Source: an optimization exercise on an open RTL-to-GDS flow (aim: small area). Production flows keep margins and buffers that such runs may drop. The RTL was checked by simulation tests, not by an equivalence proof against the original design. No activity file was given, so power comes from the tool's default toggle rates.

// regfile
module regfile #(
  parameter int DATA_W = 32,
  parameter int ADDR_W = 5,
  parameter int DEPTH  = 32
) (
  input  logic              clk,
  input  logic              rst,
  input  logic              we,
  input  logic [ADDR_W-1:0] waddr,
  input  logic [DATA_W-1:0] wdata,
  input  logic              re1,
  input  logic [ADDR_W-1:0] raddr1,
  output logic [DATA_W-1:0] rdata1,
  input  logic              re2,
  input  logic [ADDR_W-1:0] raddr2,
  output logic [DATA_W-1:0] rdata2
);
  logic [DEPTH-1:1][DATA_W-1:0] regs;
  logic wr_ok, hit1, hit2, en1, en2, rst_n;
  assign wr_ok = we && (waddr != '0);
  assign hit1  = wr_ok && (waddr == raddr1);
  assign hit2  = wr_ok && (waddr == raddr2);
  assign en1   = !rst && re1;
  assign en2   = !rst && re2;
  assign rst_n = !rst;
  logic [3:0] wlo_n;
  logic [7:0] whi_n;
  rf_predec_n u_wdec (.a(waddr), .en(we), .lo_n(wlo_n), .hi_n(whi_n));
  logic [DATA_W-1:0] wd_a, wd_b;
  for (genvar b = 0; b < DATA_W; b++) begin : g_wd
    logic wd_n;
    rf_nand2 u_n (.a(wdata[b]), .b(rst_n), .y(wd_n));
    rf_inv   u_a (.a(wd_n), .y(wd_a[b]));
    rf_inv   u_b (.a(wd_n), .y(wd_b[b]));
  end
  ...
Size in the first run: about 990 flip-flops, about 39000 sq um of cells after synthesis.
export LEC_CHECK = 0
export CAP_MARGIN = 5
export CORE_MARGIN = 2
export CORE_UTILIZATION = 50
export GPL_TIMING_DRIVEN = 0
export SETUP_SLACK_MARGIN = 0.1
export SLEW_MARGIN = 5
export SYNTH_HIERARCHICAL = 1
create_clock -name core_clock -period 6.0 [get_ports {clk}]
standard.sh (not shown) runs the stock make flow with config.mk's settings and CLKGATE_MAP_FILE= SYNTH_SCRIPT=/design/flow/synth_recipe.tcl, a recipe that flattens the netlist after the stock synthesis.
==> flow/flow/run.sh <==
#!/bin/bash
# Standard ORFS layout (the standard.sh, unchanged synthesis) with:
#  - small port buffers (buf_1) instead of the default clkdlybuf4s50_1,
#  - CTS with clkbuf_4/clkbuf_8, larger sink clusters and no dummy loads,
# All tool output goes to flow_standard.log; ORFS keeps its per-step logs
# under orfs/logs.
set -euo pipefail
export BUFFER_PORTS_ARGS="-buffer_cell sky130_fd_sc_hd__buf_1"
export CTS_ARGS="-sink_clustering_enable -sink_clustering_size 14 -sink_clustering_max_diameter 70 -repair_clock_nets -dont_use_dummy_load -buf_list {sky130_fd_sc_hd__clkbuf_4 sky130_fd_sc_hd__clkbuf_8}"
bash standard.sh > flow_standard.log 2>&1
The baseline went through all stages and came out clean.
Change:
--- a/flow/config.mk
+++ b/flow/config.mk
@@ -11,2 +10,0 @@
-export GPL_TIMING_DRIVEN = 0
-export SETUP_SLACK_MARGIN = 0.1
The changed run completed with no timing, DRC or antenna violations; via count increases by a few percent; wire length went up by a few percent; worst setup slack gets worse by 0.032 ns; hold slack barely changes; final area increases slightly; critical path depth stays the same; core utilization grows by 0.54 points; die area does not change.
Change:
==> flow/run.sh (new file) <==
#!/bin/bash
# synth_recipe.tcl (not shown) runs the flow's synth.tcl, then flattens the netlist and writes it again
# the make line also repeats each setting of config.mk as NAME=value (left out here)
make -C /OpenROAD-flow-scripts/flow DESIGN_CONFIG=/design/flow/config.mk WORK_HOME=/design/flow/orfs CLKGATE_MAP_FILE= SYNTH_SCRIPT=/design/flow/synth_recipe.tcl finish
--- a/flow/config.mk
+++ b/flow/config.mk
@@ -8 +8 @@
-export CAP_MARGIN = 5
+export CAP_MARGIN = 10
@@ -11 +11,4 @@
-export SLEW_MARGIN = 5
+export CTS_BUF_LIST = sky130_fd_sc_hd__clkbuf_4 sky130_fd_sc_hd__clkbuf_8
+export CTS_CLUSTER_DIAMETER = 70
+export CTS_CLUSTER_SIZE = 14
+export SLEW_MARGIN = 10
removed: flow/flow/run.sh
removed: flow/standard.sh
After rerunning: With this change the flow ran to the end with violations: negative setup slack. Global-route usage shrinks by 0.83 points. Sequential share of layout area fell by 3.0 points. Final area goes up by 7.0%. Total power increases by 0.74%. Routed wire length goes down by 2.0%. Non-clock buffer count grows by 173. Worst hold slack is about the same.

---

Setup of old:
Starting RTL as in the previous note.
clock: 6.0 ns
lec_check: 0
cap_margin: 5
core_margin: 2
core_utilization: 58
gpl_timing_driven: 0
setup_slack_margin: 0.1
slew_margin: 5
synth_hierarchical: 1
==> flow/flow/run.sh <==
#!/bin/bash
# Standard ORFS layout (the standard.sh, unchanged synthesis) with:
#  - small port buffers (buf_1) instead of the default clkdlybuf4s50_1,
#  - CTS with clkbuf_4/clkbuf_8, larger sink clusters and no dummy loads,
# All tool output goes to flow_standard.log; ORFS keeps its per-step logs
# under orfs/logs.
set -euo pipefail
export BUFFER_PORTS_ARGS="-buffer_cell sky130_fd_sc_hd__buf_1"
export CTS_ARGS="-sink_clustering_enable -sink_clustering_size 14 -sink_clustering_max_diameter 70 -repair_clock_nets -dont_use_dummy_load -buf_list {sky130_fd_sc_hd__clkbuf_4 sky130_fd_sc_hd__clkbuf_8}"
bash standard.sh > flow_standard.log 2>&1
old did not stop at any stage, and its layout met the timing, DRC and antenna checks.
Here is what was changed in the inputs of new compared with old.
diff --git a/flow/flow/run.sh b/flow/flow/run.sh
--- a/flow/flow/run.sh
+++ b/flow/flow/run.sh
@@ -9 +9 @@
-export CTS_ARGS="-sink_clustering_enable -sink_clustering_size 14 -sink_clustering_max_diameter 70 -repair_clock_nets -dont_use_dummy_load -buf_list {sky130_fd_sc_hd__clkbuf_4 sky130_fd_sc_hd__clkbuf_8}"
+export CTS_ARGS="-sink_clustering_enable -sink_clustering_size 16 -sink_clustering_max_diameter 80 -repair_clock_nets -dont_use_dummy_load -buf_list {sky130_fd_sc_hd__clkbuf_4 sky130_fd_sc_hd__clkbuf_8}"
diff --git a/flow/config.mk b/flow/config.mk
--- a/flow/config.mk
+++ b/flow/config.mk
@@ -10 +10 @@
-export CORE_UTILIZATION = 58
+export CORE_UTILIZATION = 50
### Flow results
For the global-route usage, new came in 3.9 points lower than old did.
Comparing old and new, core utilization of the finished layout is higher on old.
The synthesis-to-finish area growth reported for new is greater than that of old by 0.56 points.
old was smaller in final cell area than new.
Against old, number of cells in the design after placement in new rose by a few percent.
The top layer used by detailed routing comes out met5 in one run and met4 in the other, namely in old and new respectively.
Relative to old, the first-pass GRT wire length measured on new has increased by a few percent.
On new: minimum clock period is 23 ps lower than what old gave.

[afterwards: timing with drivers on the ports]
How much do the figures lean on ideal ports? The routed layouts below were timed once more, with nothing changed but the port constraints. Step 1: set_driving_cell puts a clkbuf_16 on clk and a buf_2 on each other input, an assumption about the parent block. Step 2 times the ports against the registers' clock, not the clock port: input delays grow and output delays shrink by t, the midpoint of the rising clock arrivals with the driver on. Slacks: no drivers / after step 1 / after step 2; pairs: no drivers / after step 1.
| run | shift t [ns] | slack for setup (ns) | slew at the worst register clock pin (ns) | pins driven straight from the clock port |
|---|---|---|---|---|
| the first run of note 1 | 0.758 | 0.109 / 0.084 / 0.084 | 0.10 / 0.10 | 1 |
| the second run of note 1 | 0.789 | 0.077 / 0.049 / 0.049 | 0.11 / 0.11 | 1 |
| the third run of note 1 | 0.782 | -0.076 / -0.111 / -0.111 | 0.11 / 0.11 | 1 |
| old | 0.788 | 0.113 / 0.082 / 0.082 | 0.10 / 0.10 | 1 |
| new | 0.789 | 0.136 / 0.114 / 0.114 | 0.12 / 0.12 | 1 |
For the third run of note 1, which loses most, drivers alone change the setup slack by -0.035 ns; drivers and shift together by -0.035 ns.
